This design comes from an exercise in tuning for small area and a short achievable clock period on the open sky130 flow, not from production work.
At most, simulation tests tie the RTL to the original design; equivalence was not proved.
No functional check of the RTL was part of run 1.
Power figures rest on the tool's default switching activity, not on a simulated workload.

===== flow/standard.sh =====
#!/bin/bash
# synth_recipe.tcl (not shown) runs the flow's synth.tcl, then flattens the netlist and writes it again
# the make line also repeats each setting of config.mk as NAME=value (left out here)
make -C /OpenROAD-flow-scripts/flow DESIGN_CONFIG=/design/flow/config.mk WORK_HOME=/design/flow/orfs CLKGATE_MAP_FILE= SYNTH_SCRIPT=/design/flow/synth_recipe.tcl "${@:-finish}"

===== flow/constraint.sdc =====
create_clock -name core_clock -period 5.0 [get_ports {clk}]
set_input_delay 1.0000 -clock core_clock [delete_from_list [all_inputs] [get_ports {clk}]]
set_output_delay 1.0000 -clock core_clock [all_outputs]
set_load 0.01 [all_outputs]

===== flow/design.v =====
package battlePkg;
    typedef logic [9:0]  pixelCoord_t;   
    typedef logic [3:0]  tileIdx_t;      
    typedef logic [1:0]  tileCode_t;     
    typedef logic [11:0] rgb_t;          
    typedef struct packed {
        pixelCoord_t x;                  
        pixelCoord_t y;                  
        logic        active;             
        logic        hsync;              
        logic        vsync;              
    } rasterPos_t;
    typedef struct packed {
        logic      board;                
        tileIdx_t  row;
        tileIdx_t  col;
        tileCode_t code;
    } tileWrite_t;
    typedef struct packed {
        logic       enable;
        tileIdx_t   row;                 
        tileIdx_t   col;                 
        logic       vertical;            
        logic [2:0] len;                 
    } ghostCfg_t;
endpackage
`timescale 1ns/10ps
module battleVideoTop (
    input  logic                  clk,
    input  logic                  rstN,
    input  battlePkg::tileWrite_t tileWr,
    input  logic                  tileWrValid,
    output logic                  tileWrReady,
    input  battlePkg::ghostCfg_t  ghostCfg,
    output battlePkg::rgb_t       rgb,
    output logic                  hsync,
    output logic                  vsync
);
    logic [9:0] hCnt, vCnt;               
    logic [9:0] hNext, vNext;             
    always_comb begin
        if (!rstN) begin
            hNext = 10'd0;
            vNext = 10'd0;
        end else if (hCnt == 10'((640 + 16 + 96 + 48) - 1)) begin
            hNext = 10'd0;
            vNext = (vCnt == 10'((480 + 10 + 2 + 33) - 1)) ? 10'd0 : vCnt + 10'd1;
        end else begin
            hNext = hCnt + 10'd1;
            vNext = vCnt;
        end
    end
    logic hAct, vAct;                     
    logic lineEnd, hActNext, vActNext;
    assign hAct     = hCnt < 10'(640);
    assign vAct     = vCnt < 10'(480);
    assign lineEnd  = hCnt == 10'((640 + 16 + 96 + 48) - 1);
    assign hActNext = lineEnd || (hAct && (hCnt != 10'(640 - 1)));
    assign vActNext = lineEnd ? ((vCnt == 10'((480 + 10 + 2 + 33) - 1)) ||
                                 (vAct && (vCnt != 10'(480 - 1))))
                              : vAct;
    logic       boardNext;
    logic [3:0] rowNext;
    assign boardNext = rstN && !hCnt[9] && (hCnt[8] || (hCnt[7:0] == 8'hFF));
    assign rowNext   = rstN ? vCnt[7:4] + 4'(lineEnd && (vCnt[3:0] == 4'hF)) : 4'd0;
    logic        readyQ;                  
    logic        activeQ;                 
    logic [31:0] grpSel;                  
    always_ff @(posedge clk) begin
        hCnt    <= hNext;
        vCnt    <= vNext;
        readyQ  <= rstN && !(hActNext && vActNext);
        activeQ <= !rstN || (hActNext && vActNext);
        grpSel  <= 32'd1 << {boardNext, rowNext};
    end
    assign tileWrReady = readyQ;
    logic active, onBoard0, inUs, atOrigin, hsync0, vsync0;
    assign active   = hAct && vAct;
    assign onBoard0 = (hCnt < 10'(256 + (16 << 4))) && (vCnt < 10'((16 << 4)));
    assign inUs     = (hCnt < 10'((16 << 4))) && (vCnt < 10'((16 << 4)));
    assign atOrigin = (hCnt == 10'd0) && (vCnt == 10'd0);
    assign hsync0   = !((hCnt >= 10'(640 + 16)) &&
                        (hCnt <  10'(640 + 16 + 96)));
    assign vsync0   = !((vCnt >= 10'(480 + 10)) &&
                        (vCnt <  10'(480 + 10 + 2)));
    logic [511:0][1:0] store;
    logic        pendValid;
    logic [8:0]  pendAddr;
    logic [1:0]  pendCode;
    logic [31:0] wrRow;                   
    logic [15:0] wrCol;                   
    always_ff @(posedge clk) begin
        pendValid <= tileWrValid && !activeQ;
        pendAddr  <= {tileWr.board, tileWr.row, tileWr.col};
        pendCode  <= tileWr.code;
    end
    assign wrRow = pendValid ? (32'd1 << pendAddr[8:4]) : 32'd0;
    assign wrCol = 16'd1 << pendAddr[3:0];
    for (genvar w = 0; w < 512; w++) begin : gWord
        always_ff @(posedge clk) begin
            if (wrRow[w / 16] && wrCol[w % 16]) begin
                store[w] <= pendCode;
            end
        end
    end
    logic       byHit;
    logic [1:0] byCode;
    assign byHit = pendValid && (pendAddr == {hCnt[8], vCnt[7:4], hCnt[7:4]});
    always_ff @(posedge clk) begin
        byCode <= byHit ? pendCode : 2'd0;
    end
    logic [15:0][1:0] pick;
    logic [15:0][1:0] lineA;
    logic [15:0] colSel;                  
    always_comb begin
        pick = '0;
        for (int g = 0; g < 32; g++) begin
            for (int c = 0; c < 16; c++) begin
                pick[c] = pick[c] | ({2{grpSel[g]}} & store[g * 16 + c]);
            end
        end
    end
    always_ff @(posedge clk) begin
        lineA <= pick;
        colSel <= byHit ? 16'd0 : (16'd1 << hCnt[7:4]);
    end
    logic       gEn;                      
    logic       gVert;                    
    logic [3:0] gCross;                   
    logic [3:0] gStart;                   
    logic [4:0] gEnd;                     
    logic       hitOrigin;
    logic [3:0] along, across;
    logic       ghostHit;
    always_ff @(posedge clk) begin
        if (!rstN) begin
            gEn    <= 1'b0;              
            gVert  <= 1'b0;
            gCross <= 4'd0;
            gStart <= 4'd0;
            gEnd   <= 5'd0;
        end else if (atOrigin) begin
            gEn    <= ghostCfg.enable;
            gVert  <= ghostCfg.vertical;
            gCross <= ghostCfg.vertical ? ghostCfg.col : ghostCfg.row;
            gStart <= ghostCfg.vertical ? ghostCfg.row : ghostCfg.col;
            gEnd   <= (ghostCfg.vertical ? {1'b0, ghostCfg.row} : {1'b0, ghostCfg.col})
                      + {2'b00, ghostCfg.len};
        end
    end
    assign hitOrigin = ghostCfg.enable && (ghostCfg.row == 4'd0) &&
                       (ghostCfg.col == 4'd0) && (ghostCfg.len != 3'd0);
    assign along  = gVert ? vCnt[7:4] : hCnt[7:4];
    assign across = gVert ? hCnt[7:4] : vCnt[7:4];
    always_ff @(posedge clk) begin
        if (!rstN) begin
            ghostHit <= 1'b0;
        end else if (atOrigin) begin
            ghostHit <= hitOrigin;
        end else begin
            ghostHit <= gEn && inUs && (across == gCross) &&
                        (along >= gStart) && ({1'b0, along} < gEnd);
        end
    end
    logic onBoard, actD, hsD, vsD;
    always_ff @(posedge clk) begin
        if (!rstN) begin
            onBoard <= 1'b0;
        end else begin
            onBoard <= onBoard0;
        end
    end
    always_ff @(posedge clk) begin
        actD <= active;
        hsD  <= hsync0;
        vsD  <= vsync0;
    end
    logic [1:0]      tileCode;           
    battlePkg::rgb_t tileColor;
    battlePkg::rgb_t pixColor;
    always_comb begin
        tileCode = byCode;
        for (int c = 0; c < 16; c++) begin
            tileCode = tileCode | ({2{colSel[c]}} & lineA[c]);
        end
    end
    always_comb begin
        case (tileCode)
            2'd1: tileColor = 12'h888;
            2'd2:  tileColor = 12'hF00;
            2'd3: tileColor = 12'hFFF;
            default:   tileColor = 12'h028;
        endcase
    end
    always_comb begin
        if (!actD) begin
            pixColor = 12'h000;
        end else if (ghostHit) begin
            pixColor = 12'h0F0;
        end else if (onBoard) begin
            pixColor = tileColor;
        end else begin
            pixColor = 12'h222;
        end
    end
    always_ff @(posedge clk) begin
        if (!rstN) begin
            rgb   <= 12'h000;
            hsync <= 1'b1;
            vsync <= 1'b1;
        end else begin
            rgb   <= pixColor;
            hsync <= hsD;
            vsync <= vsD;
        end
    end
endmodule

===== flow/flow/run.sh =====
#!/bin/bash
# Layout flow: the standard flow, with the clock tree built without
# dummy balancing loads. Each tool's output goes to a log file here.
set -e
export CTS_ARGS="-sink_clustering_enable -repair_clock_nets -sink_clustering_size 22 -sink_clustering_max_diameter 70 -dont_use_dummy_load"
bash standard.sh > standard.log 2>&1

===== flow/config.mk =====
export PLATFORM = sky130hd
export DESIGN_NAME = battleVideoTop
export DESIGN_NICKNAME = battleVideoTop
export VERILOG_FILES = /design/flow/design.v
export SDC_FILE = /design/flow/constraint.sdc
export NUM_CORES = 4
export LEC_CHECK = 0
export CAP_MARGIN = 20
export CORE_MARGIN = 2
export CORE_UTILIZATION = 70
export CTS_CLUSTER_DIAMETER = 70
export CTS_CLUSTER_SIZE = 22
export PLACE_DENSITY = 0.75
export SETUP_SLACK_MARGIN = 3.0
export SLEW_MARGIN = 20

==> flow_metrics.tcl, run 1 <==
set metrics [dict create \
    synth_seq_cells 1171 \
    area_growth_pct 9.70 \
    htreeDepth 2 \
    cts_tree "done" \
    p_per_area_nw_per_um2 331 \
    rsz0062_at_grt "yes" \
    r2r-start "hCnt[1]$_SDFF_PP0_" \
    cpPeakStageDelay_ns 0.36 \
    clkTransAtPathRegs_ns 0.09 \
    first_pass_iters 6 \
    clkSinkCount 1171 \
    holdPathEnd "hsync$_SDFF_PN1_" \
    drv_cap 0 \
    irDropWorstVdd_mv 0.315 \
    wl_per_cell_um 35.2 \
    yosysTopAreaCell "edfxtp_1" \
    cts_buffer_depth 3 \
    cp_max_fo 4 \
    hold_violations 0 \
    finalCritPeriodShare 0.430 \
    worst_pin_slew_ns 0.923 \
    synthFlopType "edfxtp_1" \
    slew_headroom 0.384 \
    setup-tns-final_ns 0 \
    port_buffers 41 \
    hpwl_um 72100 \
    hp-class "reg2reg" \
    min-delay-start "hsD$_DFF_P_" \
    vias 28700 \
    critPathSlowestCell "dfxtp_2" \
    coreArea_um2 61900 \
    start_util 0.710 \
    rrSetupSlack_ns 2.85 \
    crit_type "reg2reg" \
    synth_edf_count 1024 \
    syn_area_per_cell_um2 14.6 \
    syn_nets 3051 \
    yosysMostFrequentCell "edfxtp_1" \
    path_buf_inv 1 \
    crit_chain "ha_4 -> nand3_4 -> nor4_4 -> buf_4 -> and2_4 -> ha_4 -> ha_4 -> xor2_4 -> o31a_1 -> nor2_1" \
    synth_cell_type_count 53 \
    synth_common_cells "edfxtp_1, nor2_1, a22oi_1" \
    dieArea_um2 64800 \
    rows 91 \
    reg2reg_to "grpSel[24]$_SDFF_PN0_" \
    gp_congestion 0.919 \
    synth_area_leaders "edfxtp_1, a22oi_1, dfxtp_1, nor2_1, nand4_1" \
    drc 0 \
    cts_root_buffer "clkbuf_16" \
    fmax_ghz 0.465 \
    antenna_found_initial 4 \
    synth_cells 3002 \
    final.min_clock_period_ns 2.15 \
    setup_viol 0 \
    status "complete, no violations" \
    cts-buffers-inserted 59 \
    yosysWarnings 1 \
    r2r_cells 10 \
    die_y_um 255 \
    vias_per_cell 7.50 \
    first_iter_violations 5805 \
    worst_setup_path_end_kind "flop" \
    hold_buffers 0 \
    grt_use_total 0.418 \
    grt_overflow 0 \
    p_leak_uw 0.0145 \
    critPathArrivalTime_ns 2.69 \
    final_max_slew_viol_count 0 \
    ios 42 \
    synth_top_cell_area_share 0.700 \
    syn_area_um2 43900 \
    required_ns 5.53 \
    insertion_delay_ns 0.67 \
    hold_depth 1 \
    finalClockSkew_ns 0.0399 \
    crit_top_cell "ha_4" \
    grt_pass1_wl_um 189000 \
    cpLargestDelayFamily "simple AND/OR/NAND/NOR gates" \
    wirelength_um 135000 \
    ant_nets 0 \
    holdWs_ns 0.414 \
    fin_nets 3040 \
    synthArstFlopShare 0 \
    die_w_um 255 \
    ys_seq_area_frac 0.767 \
    layout-drive-gt1-share 0.132 \
    critPathLaunchType "flop" \
    grt_pass1_vias 27300 \
    grt_max_degree 193 \
]
## layout by cell type (no fill, tap or decap), types with 7 or more instances in the layout
master and count:
edfxtp_1 1024, nor2_1 543, a22oi_1 519, nand4_1 143, dfxtp_1 84, clkbuf_16 59, buf_4 57, nand2_1 48
nor2_2 42, dfxtp_2 39, buf_6 38, or4_1 27, dfxtp_4 24, nand2_8 21, nand3_1 19, inv_1 19
xnor2_1 17, clkdlybuf4s50_1 16, ha_1 15, nor2_4 13, xor2_1 13, a21boi_0 11, nand2_4 10, nor3_1 10
buf_12 10, a21oi_1 9, mux2i_1 8, nor2b_4 8, nand2b_1 8, and2_1 8, nand3_4 7, and3_1 7
mux2_2 7
## flip-flops by register name, indices dropped and copies added, names as in the netlist, 4 cells and up
register  count
pendAddr      9
vCnt         10
store      1024
rgb           9
grpSel       32
colSel       16
lineA        32
gEnd          5
gStart        4
gCross        4
hCnt         10
## what timing repair did
action                     in CTS  in global routing
buffers inserted               24                 17
setup endpoints to repair    1018                606
resized for setup             244                111
pin swaps                      24                 17
## cell families (layout without fill, tap and decap cells)
kind of cell               Yosys count  in the layout  share of synthesized area
AOI/OAI and AO/OA                  565            565                     0.0960
xor gates and xnor gates            33             33                    0.00658
adders and majority gates           22             22                    0.00643
buffers and inverters              229            216                     0.0202
DFF                               1171           1171                      0.767
muxes                               18             18                    0.00438
other                                0              5                          0
and+or+nand+nor                    964            964                     0.0998
## worst max path at each step
stage                            end  slack [ns]  cells past startpoint           startpoint
2_1_floorplan     store[0]$_DFFE_PP_        2.23                      0  pendCode[0]$_DFF_P_
3_3_place_gp    gEnd[4]$_SDFFE_PN0P_        1.90                      9          ghostCfg[3]
3_5_place_dp    gEnd[4]$_SDFFE_PN0P_        1.87                      9          ghostCfg[3]
4_1_cts                       rgb[8]        2.89                      1   rgb[10]$_SDFF_PP0_
5_1_grt        grpSel[31]$_SDFF_PN0_        2.77                     11   hCnt[1]$_SDFF_PP0_
6_report       grpSel[24]$_SDFF_PN0_        2.85                     10   hCnt[1]$_SDFF_PP0_
## report_power, final
part	leakage, µW	internal, µW	switching [µW]
Combinational	0.00330	104	239
Sequential	0.0104	10600	47.9
Clock	0.000727	2090	2870
Total	0.0145	12800	3160
## worst reg2reg max path, delay by kind of cell (launching register included)
kind | cells | cell delay, ns
AOI/OAI and AO/OA | 1 | 0.30
xor gates and xnor gates | 1 | 0.22
adders and majority gates | 3 | 0.47
buffers and inverters | 1 | 0.15
DFF | 1 | 0.36
and+or+nand+nor | 4 | 0.54
## metal layers
| metal | vias up | GRT usage | share of wire |
|---|---|---|---|
| met5 | - | 0 | 0.00010 |
| met4 | 2 | 0.223 | 0.063 |
| met3 | 508 | 0.103 | 0.16 |
| met2 | 2581 | 0.635 | 0.45 |
| met1 | 14200 | 0.567 | 0.33 |
| li1 | 11500 | - | - |
## layout make-up
type / count / area [µm²]
multi-input cells: 1602 / 10400
flip-flops and latches: 1171 / 33800
repair buffers: 137 / 1370
clock buffers: 59 / 1480
fillers: 3586 / 13700
inverters: 20 / 75.1
diodes: 5 / 12.5
well taps: 837 / 1050
## stage by stage
stage	area, µm²	total power, µW	instances	utilization	worst slack [ns]
3_5_place_dp	45300	11200	3726	0.731	1.87
5_1_grt	48200	16200	3826	0.778	2.77
2_1_floorplan	44100	11100	3002	-	2.23
6_report	48200	16000	3831	0.778	2.85
3_3_place_gp	45200	11200	3725	0.731	1.90
4_1_cts	47600	15900	3809	0.769	2.89
==> run 2: changes to the inputs <==
--- a/flow/design.v
+++ b/flow/design.v
@@ -61,6 +61,2 @@
                               : vAct;
-    logic       boardNext;
-    logic [3:0] rowNext;
-    assign boardNext = rstN && !hCnt[9] && (hCnt[8] || (hCnt[7:0] == 8'hFF));
-    assign rowNext   = rstN ? vCnt[7:4] + 4'(lineEnd && (vCnt[3:0] == 4'hF)) : 4'd0;
     logic        readyQ;                  
@@ -73,3 +69,3 @@
         activeQ <= !rstN || (hActNext && vActNext);
-        grpSel  <= 32'd1 << {boardNext, rowNext};
+        grpSel  <= 32'd1 << {hNext[8], vNext[7:4]};
     end
==> flow/run.sh (new file) <==
#!/bin/bash
# synth_recipe.tcl (not shown) runs the flow's synth.tcl, then flattens the netlist and writes it again
# the make line also repeats each setting of config.mk as NAME=value (left out here)
make -C /OpenROAD-flow-scripts/flow DESIGN_CONFIG=/design/flow/config.mk WORK_HOME=/design/flow/orfs CLKGATE_MAP_FILE= SYNTH_SCRIPT=/design/flow/synth_recipe.tcl finish
--- a/flow/config.mk
+++ b/flow/config.mk
@@ -9,7 +9,6 @@
 export CORE_MARGIN = 2
-export CORE_UTILIZATION = 70
+export CORE_UTILIZATION = 55
 export CTS_CLUSTER_DIAMETER = 70
 export CTS_CLUSTER_SIZE = 22
-export PLACE_DENSITY = 0.75
-export SETUP_SLACK_MARGIN = 3.0
+export SETUP_SLACK_MARGIN = 2.8
 export SLEW_MARGIN = 20
removed: flow/flow/run.sh
removed: flow/standard.sh
==> flow_metrics.tcl, run 2 <==
set metrics [dict create \
    synth_common_cells "edfxtp_1, nor2_1, a22oi_1" \
    largest-register "store" \
    dpl_worst_slack_ns 1.82 \
    wirelength_um 144000 \
    clock_power_share 0.329 \
    fin_nets 3020 \
    final_cell_mix "edfxtp_1, nor2_1, a22oi_1, nand4_1, dfxtp_1" \
    p_seq_frac 0.650 \
    coreArea_um2 79000 \
    grt_pass1_vias 27100 \
    fin_area_um2 48000 \
    slew_headroom 0.372 \
    irDropWorstVdd_mv 0.333 \
    final_max_slew_viol_count 0 \
    rows 103 \
    setup_viol 0 \
    clkSinkCount 1171 \
    synthFlopType "edfxtp_1" \
    synth_cells 2992 \
    wl_per_cell_um 35.2 \
    diodes 0 \
    drv_cap 0 \
    hold_violations 0 \
    pwr-share-comb 0.021 \
    crit_type "reg2reg" \
    p_per_area_nw_per_um2 342 \
    holdWs_ns 0.406 \
    totalPowerFinal_uw 16400 \
    antenna_found_initial 1 \
    hpwl_um 79300 \
    p_leak_uw 0.0146 \
    port_buffers 41 \
    synth_top_cell_area_share 0.700 \
    ys_seq_area_frac 0.767 \
    grt_overflow 0 \
    clkTransAtPathRegs_ns 0.10 \
    cpLargestDelayFamily "simple AND/OR/NAND/NOR gates" \
    cts_buffer_depth 3 \
    vias 28400 \
    dpl_cell_area_um2 45500 \
    setup-tns-final_ns 0 \
    fmax_ghz 0.449 \
    layout-drive-gt1-share 0.103 \
    yosysTopAreaCell "edfxtp_1" \
    final.min_clock_period_ns 2.23 \
    cts_tree "done" \
    syn_area_um2 43900 \
    critPathArrivalTime_ns 2.73 \
    synth_area_leaders "edfxtp_1, a22oi_1, dfxtp_1, nor2_1, nand4_1" \
    dieArea_um2 82200 \
    critPathSlowestCell "or4_1" \
    grt_pass1_wl_um 200000 \
    gp_congestion 0.850 \
    top_regs "store (1024), grpSel (32), lineA (32)" \
    layout_commonest_cell "edfxtp_1" \
    hold_buffers 0 \
    synthArstFlopShare 0 \
    drc 0 \
    first_pass_iters 7 \
    switching_power_uw 3360 \
    required_ns 5.50 \
    final.setup.worst_slack_ns 2.77 \
    switching_share 0.205 \
    ios 42 \
    worst_pin_slew_ns 0.942 \
    finalCritPeriodShare 0.445 \
    worst_setup_path_end_kind "flop" \
    insertion_delay_ns 0.68 \
    finalClockSkew_ns 0.0205 \
    grt_use_total 0.347 \
    vias_per_cell 6.97 \
    intPower_uw 13000 \
    status "complete, no violations" \
    grt_max_degree 170 \
    first_iter_violations 5122 \
    syn_nets 3038 \
    rsz0062_at_grt "no" \
    cts_root_buffer "clkbuf_16" \
    cp_max_fo 18 \
    cts-buffers-inserted 60 \
    path_buf_inv 1 \
    nFillCells 6043 \
    start_util 0.556 \
    die_w_um 287 \
    syn_area_per_cell_um2 14.7 \
    yosysMostFrequentCell "edfxtp_1" \
    cpPeakStageDelay_ns 0.67 \
    area_growth_pct 9.19 \
    crit_chain "buf_4 -> a22oi_1 -> nand4_1 -> or4_1" \
    hp-class "reg2reg" \
    critPathLaunchType "flop" \
    synth_seq_cells 1171 \
    largest_reg_flops 1024 \
    die_y_um 287 \
    synth_edf_count 1024 \
    synth_cell_type_count 61 \
    htreeDepth 2 \
    ant_nets 0 \
    yosysWarnings 1 \
]
==> run 2: cells by family (layout without fill, tap and decap cells) <==
kind of cell / count (synthesis) / in the layout / synth area share
flip-flops: 1171 / 1171 / 0.767
multiplexers: 21 / 21 / 0.00493
AND/OR/NAND/NOR: 942 / 942 / 0.0978
buffers and inverters: 235 / 266 / 0.0212
adder cells (fa/ha/maj): 19 / 19 / 0.00558
AO/OA/AOI/OAI: 572 / 572 / 0.0973
XOR/XNOR: 32 / 32 / 0.00655
==> run 2: worst paths after layout <==
path,from,to,slack [ns],cells after the start
worst max-delay path,grpSel[18]$_SDFF_PN0_,lineA[5]$_DFF_P_,2.77,4
worst min-delay path,activeQ$_DFF_P_,pendValid$_DFF_P_,0.41,1
worst max register to register,grpSel[18]$_SDFF_PN0_,lineA[5]$_DFF_P_,2.77,4
worst min register to register,activeQ$_DFF_P_,pendValid$_DFF_P_,0.41,1
==> run 2: area by class of cell <==
cell class,count,area (µm²),share of cell area
Clock buffer,104,1700,0.0354
Clock inverter,7,47.5,0.000991
Inverter,22,86.3,0.00180
Multi-Input combinational cell,1586,9930,0.207
Sequential cell,1171,33800,0.704
Tap cell,1050,1310,0.0274
Timing Repair Buffer,133,1130,0.0237
==> run 2: layer usage <==
layer,GRT usage,vias up,share of wire
met1,0.486,14600,0.38
met3,0.0597,337,0.12
met2,0.550,1938,0.46
met4,0.132,4,0.043
li1,-,11500,-
met5,0,-,0.00016
==> run 2: stage by stage <==
step,cells,utilization
2_1_floorplan,2992,-
3_3_place_gp,3931,0.576
3_5_place_dp,3932,0.576
4_1_cts,4048,0.603
5_1_grt,4073,0.607
6_report,4073,0.607
==> run 2: power groups by stage <==
| stage | clock [µW] | combinational, µW | sequential (µW) |
|---|---|---|---|
| 5_1_grt | 5730 | 373 | 10700 |
| 3_5_place_dp | 0 | 314 | 10900 |
| 3_3_place_gp | 0 | 306 | 10900 |
| 2_1_floorplan | 0 | 142 | 10900 |
| 6_report | 5390 | 344 | 10700 |
| 4_1_cts | 5400 | 331 | 10700 |
==> run 2: worst register-to-register path, cell delays in order, from the launching register on <==
cell	delay [ns]
dfxtp_2	0.57
buf_4	0.39
a22oi_1	0.31
nand4_1	0.12
or4_1	0.67
==> run 2: repair_timing <==
action,in CTS,in global routing
pin swaps,1,9
setup endpoints to repair,1150,633
hold endpoints to repair,0,0
setup buffers,5,25
gates resized for setup,148,33
==> run 3: changes to the inputs <==
--- a/flow/config.mk
+++ b/flow/config.mk
@@ -12,3 +12,3 @@
 export CTS_CLUSTER_SIZE = 22
-export SETUP_SLACK_MARGIN = 2.8
+export SETUP_SLACK_MARGIN = 3.0
 export SLEW_MARGIN = 20
==> flow_metrics.tcl, run 3 <==
set metrics [dict create \
    rows 103 \
    die_y_um 287 \
    area_growth_pct 11.4 \
    start_util 0.556 \
    grt_max_degree 167 \
    slew_headroom 0.447 \
    synth_common_cells "edfxtp_1, nor2_1, a22oi_1" \
    die_w_um 287 \
    layout_commonest_cell "edfxtp_1" \
    worst_setup_path_end_kind "flop" \
    synthArstFlopShare 0 \
    ios 42 \
    syn_area_per_cell_um2 14.7 \
    fin_area_um2 49000 \
    drc 0 \
    syn_area_um2 43900 \
    wirelength_um 145000 \
    ys_seq_area_frac 0.767 \
    first_pass_iters 6 \
    synthFlopType "edfxtp_1" \
    fin_nets 3046 \
    setup-tns-final_ns 0 \
    status "complete, no violations" \
    layout-drive-gt1-share 0.135 \
    cts-buffers-inserted 61 \
    setup_viol 0 \
    worst_pin_slew_ns 0.829 \
    syn_nets 3038 \
    dpl_cell_area_um2 45500 \
    final_max_slew_viol_count 0 \
    p_leak_uw 0.0148 \
    antenna_found_initial 2 \
    final.min_clock_period_ns 2.14 \
    finalClockSkew_ns 0.0262 \
    cts_buffer_depth 3 \
    yosysTopAreaCell "edfxtp_1" \
    wl_per_cell_um 35.3 \
    yosysMostFrequentCell "edfxtp_1" \
    clkTransAtPathRegs_ns 0.09 \
    synth_top_cell_area_share 0.700 \
    gp_congestion 0.848 \
    port_buffers 41 \
    yosysWarnings 1 \
    grt_overflow 0 \
    largest-register "store" \
    crit_type "reg2reg" \
    fmax_ghz 0.467 \
    first_iter_violations 4810 \
    hpwl_um 77100 \
    vias 28400 \
    synth_area_leaders "edfxtp_1, a22oi_1, dfxtp_1, nor2_1, nand4_1" \
    p_per_area_nw_per_um2 339 \
    synth_edf_count 1024 \
    hp-class "reg2reg" \
    cts_tree "done" \
    critPathLaunchType "flop" \
    irDropWorstVdd_mv 0.269 \
    final_cell_mix "edfxtp_1, nor2_1, a22oi_1, nand4_1, dfxtp_1" \
    required_ns 5.53 \
    hold_violations 0 \
    htreeDepth 2 \
    synth_seq_cells 1171 \
    rsz0062_at_grt "yes" \
    synth_cells 2992 \
    critPathArrivalTime_ns 2.67 \
    cp_max_fo 4 \
    drv_cap 0 \
    insertion_delay_ns 0.68 \
    grt_pass1_wl_um 202000 \
    dieArea_um2 82200 \
    clkSinkCount 1171 \
    ant_nets 0 \
    coreArea_um2 79000 \
    largest_reg_flops 1024 \
    grt_pass1_vias 27200 \
    vias_per_cell 6.94 \
    synth_cell_type_count 61 \
    grt_use_total 0.349 \
    cts_root_buffer "clkbuf_16" \
    top_regs "store (1024), grpSel (32), lineA (32)" \
    finalCritPeriodShare 0.428 \
]
[run 3: layout make-up]
type / instances / area, µm²
inverters: 22 / 86.3
well taps: 1050 / 1310
repair buffers: 157 / 1610
fillers: 5977 / 30000
diodes: 2 / 5.00
multi-input cells: 1587 / 10300
clock inverters: 11 / 150
clock buffers: 98 / 1690
flip-flops and latches: 1171 / 33800
[run 3: cell families after synthesis]
logic type	after synthesis	share of synthesized area
flip-flops	1171	0.767
AND/OR/NAND/NOR	942	0.0978
AO/OA/AOI/OAI	572	0.0973
buffers and inverters	235	0.0212
XOR/XNOR	32	0.00655
multiplexers	21	0.00493
adder cells (fa/ha/maj)	19	0.00558
[run 3: worst paths after layout]
path	to	cells after the start	startpoint	slack (ns)
min reg2reg	vsync$_SDFF_PN1_	1	vsD$_DFF_P_	0.42
max	rgb[5]$_SDFF_PN0_	6	colSel[4]$_SDFF_PP0_	2.86
min	vsync$_SDFF_PN1_	1	vsD$_DFF_P_	0.42
max reg2reg	rgb[5]$_SDFF_PN0_	6	colSel[4]$_SDFF_PP0_	2.86
[run 3: what timing repair did]
action,CTS,global route
pin swaps,19,20
cloned,0,1
setup endpoints to repair,1137,1171
hold buffers,0,0
gates resized for setup,231,99
setup buffers,23,35
[run 3: where the power goes]
part / switching [µW] / leakage [µW] / internal [µW]
Sequential: 45.4 / 0.0104 / 10600
Combinational: 255 / 0.00344 / 117
Clock: 3100 / 0.000883 / 2490
Total: 3400 / 0.0148 / 13200
[run 3: critical path, cell delays in order, from the launching register on]
cell and delay (ns):
dfxtp_1 0.33, a222oi_1 0.44, nand3_1 0.15, a2111o_1 0.54, ha_1 0.34, nor2_1 0.11, a21oi_1 0.09
[run 3: through the flow]
step | cells | util | total power, µW | hold WS, ns | worst slack, ns
after global placement | 3928 | 0.576 | 11200 | 0.395 | 1.69
after global routing | 4096 | 0.620 | 17000 | 0.437 | 2.83
after CTS | 4060 | 0.611 | 16600 | 0.419 | 2.84
after detailed placement | 3928 | 0.576 | 11200 | 0.385 | 1.68
final | 4098 | 0.620 | 16600 | 0.419 | 2.86
after floorplan | 2992 | - | 11100 | 0.367 | 2.23
[run 3: routing by layer]
layer | vias up | GRT usage | routed length, µm
met2 | 1849 | 0.554 | 68100
met5 | - | 0.00930 | 49
met4 | 2 | 0.126 | 6300
met3 | 306 | 0.0633 | 15800
li1 | 11600 | - | -
met1 | 14700 | 0.486 | 54600
==> run 4: changes to the inputs <==
--- a/flow/config.mk
+++ b/flow/config.mk
@@ -9,5 +9,6 @@
 export CORE_MARGIN = 2
-export CORE_UTILIZATION = 55
+export CORE_UTILIZATION = 65
 export CTS_CLUSTER_DIAMETER = 70
 export CTS_CLUSTER_SIZE = 22
+export PLACE_DENSITY = 0.7
 export SETUP_SLACK_MARGIN = 3.0
==> flow_metrics.tcl, run 4 <==
set metrics [dict create \
    status "complete, no violations" \
    start_util 0.655 \
    syn_area_um2 43900 \
    grt_max_degree 191 \
    final_max_slew_viol_count 0 \
    vias_per_cell 7.38 \
    rows 95 \
    hold_depth 1 \
    final.min_clock_period_ns 2.10 \
    first_iter_violations 6609 \
    hpwl_um 71100 \
    coreArea_um2 67000 \
    ys_seq_area_frac 0.767 \
    cpLargestDelayFamily "flip-flops" \
    crit_type "reg2out" \
    synthArstFlopShare 0 \
    hp-class "reg2reg" \
    syn_nets 3038 \
    syn_area_per_cell_um2 14.7 \
    r2r_cells 4 \
    critPathSlowestCell "dfxtp_2" \
    die_y_um 264 \
    rsz0062_at_grt "yes" \
    synth_seq_cells 1171 \
    fin_area_um2 48500 \
    die_w_um 264 \
    holdPathEnd "pendValid$_DFF_P_" \
    clkSinkCount 1171 \
    setup-tns-final_ns 0 \
    largest-register "store" \
    synth_common_cells "edfxtp_1, nor2_1, a22oi_1" \
    insertion_delay_ns 0.68 \
    cts_buffer_depth 3 \
    synthFlopType "edfxtp_1" \
    required_ns 4.00 \
    port_buffers 41 \
    gp_congestion 0.868 \
    final_cell_mix "edfxtp_1, nor2_1, a22oi_1, nand4_1, buf_4" \
    grt_pass1_vias 27100 \
    critPathLaunchType "flop" \
    path_buf_inv 1 \
    top_regs "store (1024), grpSel (32), lineA (32)" \
    worst_setup_path_end_kind "primary output" \
    ant_nets 0 \
    cts_tree "done" \
    cpPeakStageDelay_ns 0.32 \
    grt_use_total 0.389 \
    synth_area_leaders "edfxtp_1, a22oi_1, dfxtp_1, nor2_1, nand4_1" \
    wl_per_cell_um 35.0 \
    grt_overflow 0 \
    critPathArrivalTime_ns 1.10 \
    htreeDepth 2 \
    largest_reg_flops 1024 \
    clkTransAtPathRegs_ns 0.09 \
    p_per_area_nw_per_um2 339 \
    first_pass_iters 7 \
    synth_edf_count 1024 \
    setup_viol 0 \
    synth_top_cell_area_share 0.700 \
    finalCritPeriodShare 0.421 \
    drc 0 \
    synth_cell_type_count 61 \
    hold_buffers 0 \
    dieArea_um2 69700 \
    finalClockSkew_ns 0.0361 \
    layout_commonest_cell "edfxtp_1" \
    worst_pin_slew_ns 0.919 \
    ios 42 \
    yosysWarnings 1 \
    yosysMostFrequentCell "edfxtp_1" \
    crit_chain "buf_2" \
    cts-buffers-inserted 60 \
    irDropWorstVdd_mv 0.313 \
    reg2reg_to "lineA[26]$_DFF_P_" \
    wirelength_um 137000 \
    p_leak_uw 0.0147 \
    area_growth_pct 10.4 \
    dpl_cell_area_um2 45300 \
    slew_headroom 0.387 \
    grt_pass1_wl_um 192000 \
    min-delay-start "activeQ$_DFF_P_" \
    synth_cells 2992 \
    antenna_found_initial 2 \
    cts_root_buffer "clkbuf_16" \
    r2r-start "grpSel[24]$_SDFF_PN0_" \
    drv_cap 0 \
    fmax_ghz 0.475 \
    hold_violations 0 \
    vias 28900 \
    rrSetupSlack_ns 2.97 \
    layout-drive-gt1-share 0.124 \
    cp_max_fo 2 \
    yosysTopAreaCell "edfxtp_1" \
    fin_nets 3039 \
]
==> run 4: cell types whose count changed in the layout (fill, tap and decap cells not counted), sizes merged, moves of 2 or more <==
cell    delta
buf        -6
bufinv     -3
clkbuf    +11
diode      +2
inv        -3
==> run 4: logic make-up after synthesis <==
kind of cell    synth area share
fa+ha+maj                0.00558
buf+inv                   0.0212
compound gates            0.0973
xor+xnor                 0.00655
simple gates              0.0978
mux                      0.00493
flops                      0.767
==> run 4: how the worst max path moves through the flow <==
stage,startpoint,end,slack (ns),cells past startpoint
floorplan,pendCode[0]$_DFF_P_,store[0]$_DFFE_PP_,2.23,0
global placement,rstN,grpSel[27]$_SDFF_PN0_,1.83,5
detailed placement,rstN,grpSel[19]$_SDFF_PN0_,1.70,5
CTS,readyQ$_DFF_P_,tileWrReady,2.87,1
global route,rgb[6]$_SDFF_PN0_,rgb[6],2.87,1
finish,rgb[10]$_SDFF_PP0_,rgb[8],2.90,1
==> run 4: final cells by class <==
cell class              instances  area [µm²]
inverters                      22        86.3
fillers                      4251       18500
diodes                          4        10.0
repair buffers                152        1480
clock buffers                 108        1740
clock inverters                 6        67.6
well taps                     873        1090
multi-input cells            1586       10200
flip-flops and latches       1171       33800
==> run 4: power by group <==
group,switching (µW),internal (µW),total (µW)
Clock,3030,2390,5420
Combinational,258,116,373
Sequential,40.2,10600,10700
Total,3330,13100,16400
==> run 4: layer usage <==
metal	wire [µm]	track usage
met4	7710	0.182
met5	41	0
met1	47700	0.545
met3	19800	0.0826
met2	62200	0.592
==> run 4: repair_timing <==
action                                  4_1_cts  5_1_grt
pin swaps                                    12       22
setup buffers                                26       32
gates resized for setup                     210       71
endpoints found under the setup margin     1173      512
==> run 4: per-stage QoR <==
step / total power [µW] / cells / setup WS [ns] / hold slack (ns) / util
2_1_floorplan: 11100 / 2992 / 2.23 / 0.367 / -
4_1_cts: 16400 / 3886 / 2.87 / 0.416 / 0.716
6_report: 16400 / 3922 / 2.90 / 0.403 / 0.724
5_1_grt: 16800 / 3918 / 2.87 / 0.420 / 0.723
3_5_place_dp: 11200 / 3746 / 1.70 / 0.382 / 0.675
3_3_place_gp: 11200 / 3746 / 1.83 / 0.394 / 0.675
==> run 5: changes to the inputs <==
==> flow/flow/run.sh (new file) <==
#!/bin/bash
# Layout flow: the standard flow, with the clock tree built without
# dummy balancing loads. Each tool's output goes to a log file here.
set -e
export CTS_ARGS="-sink_clustering_enable -repair_clock_nets -sink_clustering_size 26 -sink_clustering_max_diameter 60 -dont_use_dummy_load"
bash standard.sh > standard.log 2>&1
==> flow/standard.sh (new file) <==
#!/bin/bash
# synth_recipe.tcl (not shown) runs the flow's synth.tcl, then flattens the netlist and writes it again
# the make line also repeats each setting of config.mk as NAME=value (left out here)
make -C /OpenROAD-flow-scripts/flow DESIGN_CONFIG=/design/flow/config.mk WORK_HOME=/design/flow/orfs CLKGATE_MAP_FILE= SYNTH_SCRIPT=/design/flow/synth_recipe.tcl "${@:-finish}"
--- a/flow/config.mk
+++ b/flow/config.mk
@@ -10,4 +10,4 @@
 export CORE_UTILIZATION = 65
-export CTS_CLUSTER_DIAMETER = 70
-export CTS_CLUSTER_SIZE = 22
+export CTS_CLUSTER_DIAMETER = 60
+export CTS_CLUSTER_SIZE = 26
 export PLACE_DENSITY = 0.7
removed: flow/run.sh
==> flow_metrics.tcl, run 5 <==
set metrics [dict create \
    status "complete, no violations" \
    dieArea_um2 69700 \
    rsz0062_at_grt "yes" \
    synthFlopType "edfxtp_1" \
    crit_chain "buf_6" \
    critPathSlowestCell "dfxtp_2" \
    clkTransAtPathRegs_ns 0.09 \
    port_buffers 41 \
    coreArea_um2 67000 \
    hold_violations 0 \
    fin_nets 3054 \
    hold_depth 1 \
    synth_cells 2992 \
    setup_viol 0 \
    p_leak_uw 0.0147 \
    dpl.cell_count 3746 \
    layout-drive-gt1-share 0.133 \
    nFillCells 4236 \
    largest-register "store" \
    grt_max_degree 191 \
    syn_nets 3038 \
    hold_buffers 0 \
    clkSinkCount 1171 \
    path_buf_inv 1 \
    top_regs "store (1024), grpSel (32), lineA (32)" \
    yosysWarnings 1 \
    yosysMostFrequentCell "edfxtp_1" \
    synthAdderAreaFrac 0.00558 \
    ys_seq_area_frac 0.767 \
    synth_simple_gate_area_frac 0.0978 \
    finalClockSkew_ns 0.0592 \
    htreeDepth 3 \
    setup-tns-final_ns 0 \
    gp_congestion 0.868 \
    grt_pass1_wl_um 192000 \
    worst_setup_path_end_kind "primary output" \
    wl_per_cell_um 35.4 \
    synth_area_leaders "edfxtp_1, a22oi_1, dfxtp_1, nor2_1, nand4_1" \
    synth_edf_count 1024 \
    vias 28700 \
    syn_area_um2 43900 \
    area_growth_pct 10.6 \
    insertion_delay_ns 0.64 \
    critPathArrivalTime_ns 1.07 \
    grt_use_total 0.391 \
    synth_compound_area_frac 0.0973 \
    slew_headroom 0.305 \
    fin_area_um2 48600 \
    rrSetupSlack_ns 2.97 \
    worst_pin_slew_ns 1.04 \
    final_cells 3881 \
    cts_tree "done" \
    final_cell_mix "edfxtp_1, nor2_1, a22oi_1, nand4_1, buf_4" \
    ios 42 \
    synth_common_cells "edfxtp_1, nor2_1, a22oi_1" \
    irDropWorstVdd_mv 0.334 \
    drv_cap 0 \
    cp_max_fo 1 \
    syn_area_per_cell_um2 14.7 \
    yosysTopAreaCell "edfxtp_1" \
    final_max_slew_viol_count 0 \
    multi_input_area_um2 10300 \
    reg2reg_to "lineA[3]$_DFF_P_" \
    first_iter_violations 6202 \
    synth_top_family_by_area "simple AND/OR/NAND/NOR gates" \
    cts-buffers-inserted 68 \
    rows 95 \
    grt_pass1_vias 27200 \
    synth_seq_cells 1171 \
    first_pass_iters 8 \
    r2r-start "grpSel[16]$_SDFF_PN0_" \
    ant_nets 0 \
    crit_type "reg2out" \
    cts_buffer_depth 3 \
    die_w_um 264 \
    finalCritPeriodShare 0.414 \
    hp-class "reg2reg" \
    dpl_cell_area_um2 45300 \
    largest_reg_flops 1024 \
    muxShareOfSynthArea 0.00493 \
    vias_per_cell 7.39 \
    drc 0 \
    synth_cell_type_count 61 \
    synthArstFlopShare 0 \
    layout_commonest_cell "edfxtp_1" \
    p_per_area_nw_per_um2 337 \
    synth-xor-area-share 0.00655 \
    holdPathEnd "pendValid$_DFF_P_" \
    antenna_found_initial 1 \
    r2r_cells 4 \
    holdWs_ns 0.391 \
    die_y_um 264 \
    fmax_ghz 0.483 \
    cpPeakStageDelay_ns 0.33 \
    required_ns 4.00 \
    final.min_clock_period_ns 2.07 \
    cts_root_buffer "clkbuf_16" \
    cpLargestDelayFamily "flip-flops" \
    wirelength_um 137000 \
    hpwl_um 71100 \
    start_util 0.655 \
    critPathLaunchType "flop" \
    regArea_um2 33800 \
    synth_top_cell_area_share 0.700 \
    grt_overflow 0 \
    min-delay-start "activeQ$_DFF_P_" \
]
run 5: changes by cell type in the layout (fill, tap and decap cells not counted), moves of 3 or more:
cell | previous run | this run
clkbuf_16 | 62 | 68
nor2_1 | 591 | 577
clkinv_8 | 3 | 0
nor2_2 | 7 | 19
buf_6 | 20 | 25
clkbuf_1 | 44 | 0
nand2_8 | 26 | 29
run 5: cells by family (layout without fill, tap and decap cells):
kind of cell | Yosys count | in the layout
buffers and inverters | 235 | 248
AOI/OAI and AO/OA | 572 | 572
and+or+nand+nor | 942 | 943
xor gates and xnor gates | 32 | 32
other | 0 | 2
muxes | 21 | 21
DFF | 1171 | 1171
adders and majority gates | 19 | 19
run 5: cell type report:
cell class / instances / area share
timing repair buffer: 158 / 0.0322
clock buffer: 68 / 0.0350
tap: 873 / 0.0225
sequential: 1171 / 0.696
antenna: 2 / 0.000103
multi-input combinational: 1587 / 0.213
inverter: 22 / 0.00178
run 5: stage by stage:
step                       util  worst slack [ns]  power, µW
after global placement    0.675              1.83      11200
final                     0.725              2.93      16400
after floorplan               -              2.23      11100
after detailed placement  0.675              1.70      11200
after CTS                 0.717              2.91      16300
after global routing      0.725              2.89      16700
run 5: routing by layer:
layer,global-route usage,vias up,part of all wire
li1,-,11500,-
met1,0.549,14200,0.35
met2,0.588,2497,0.45
met3,0.0858,451,0.14
met4,0.190,2,0.058
met5,0,-,0.000095
run 5: worst max-delay path by stage:
stage	start	end	cells past startpoint
floorplan	pendCode[0]$_DFF_P_	store[0]$_DFFE_PP_	0
global placement	rstN	grpSel[27]$_SDFF_PN0_	5
detailed placement	rstN	grpSel[19]$_SDFF_PN0_	5
CTS	rgb[5]$_SDFF_PN0_	rgb[5]	1
global route	rgb[6]$_SDFF_PN0_	rgb[6]	1
finish	rgb[5]$_SDFF_PN0_	rgb[5]	1
run 5: what timing repair did:
action / in CTS / in global routing
setup endpoints to repair: 1165 / 710
pin swaps: 15 / 18
gates resized for setup: 234 / 89
buffers inserted: 37 / 27
cloned: 0 / 1
run 5: power by group:
| part | internal [µW] | switching (µW) |
|---|---|---|
| registers | 10600 | 42.3 |
| clock network | 2430 | 2940 |
| logic | 117 | 257 |

[port drivers added, routing unchanged]
No port has a modelled driver above. Below, the same layouts with a new extraction and two added sets of constraints. Step 1: set_driving_cell puts a clkbuf_16 on clk and a buf_2 on each other input, an assumption about the parent block. Step 2 adds t to the input delays and takes it off the output delays; t is the mean of the earliest and latest rising clock arrival at the registers after step 1. Input paths then give back, and output paths get back, about the clock's delay inside the block. Three values: no drivers, after step 1, after step 2; two values: the first two.
run	shift t [ns]	slack for setup (ns)	hold slack, ns	worst register clock-pin slew, ns	pins driven straight from the clock port
run 1	0.712	2.848 / 2.848 / 2.358	0.414 / 0.414 / 0.414	0.09 / 0.09	1
run 2	0.734	2.774 / 2.774 / 2.257	0.406 / 0.406 / 0.406	0.10 / 0.10	1
run 3	0.736	2.859 / 2.816 / 2.385	0.419 / 0.419 / 0.419	0.10 / 0.10	1
run 4	0.728	2.895 / 2.832 / 2.384	0.403 / 0.403 / 0.403	0.10 / 0.10	1
run 5	0.682	2.931 / 2.867 / 2.423	0.391 / 0.391 / 0.391	0.10 / 0.10	1
After both steps setup and hold are still met in every run listed. The setup slack of run 2, which loses most, moves by 0.000 ns with the drivers and by -0.517 ns with both steps.
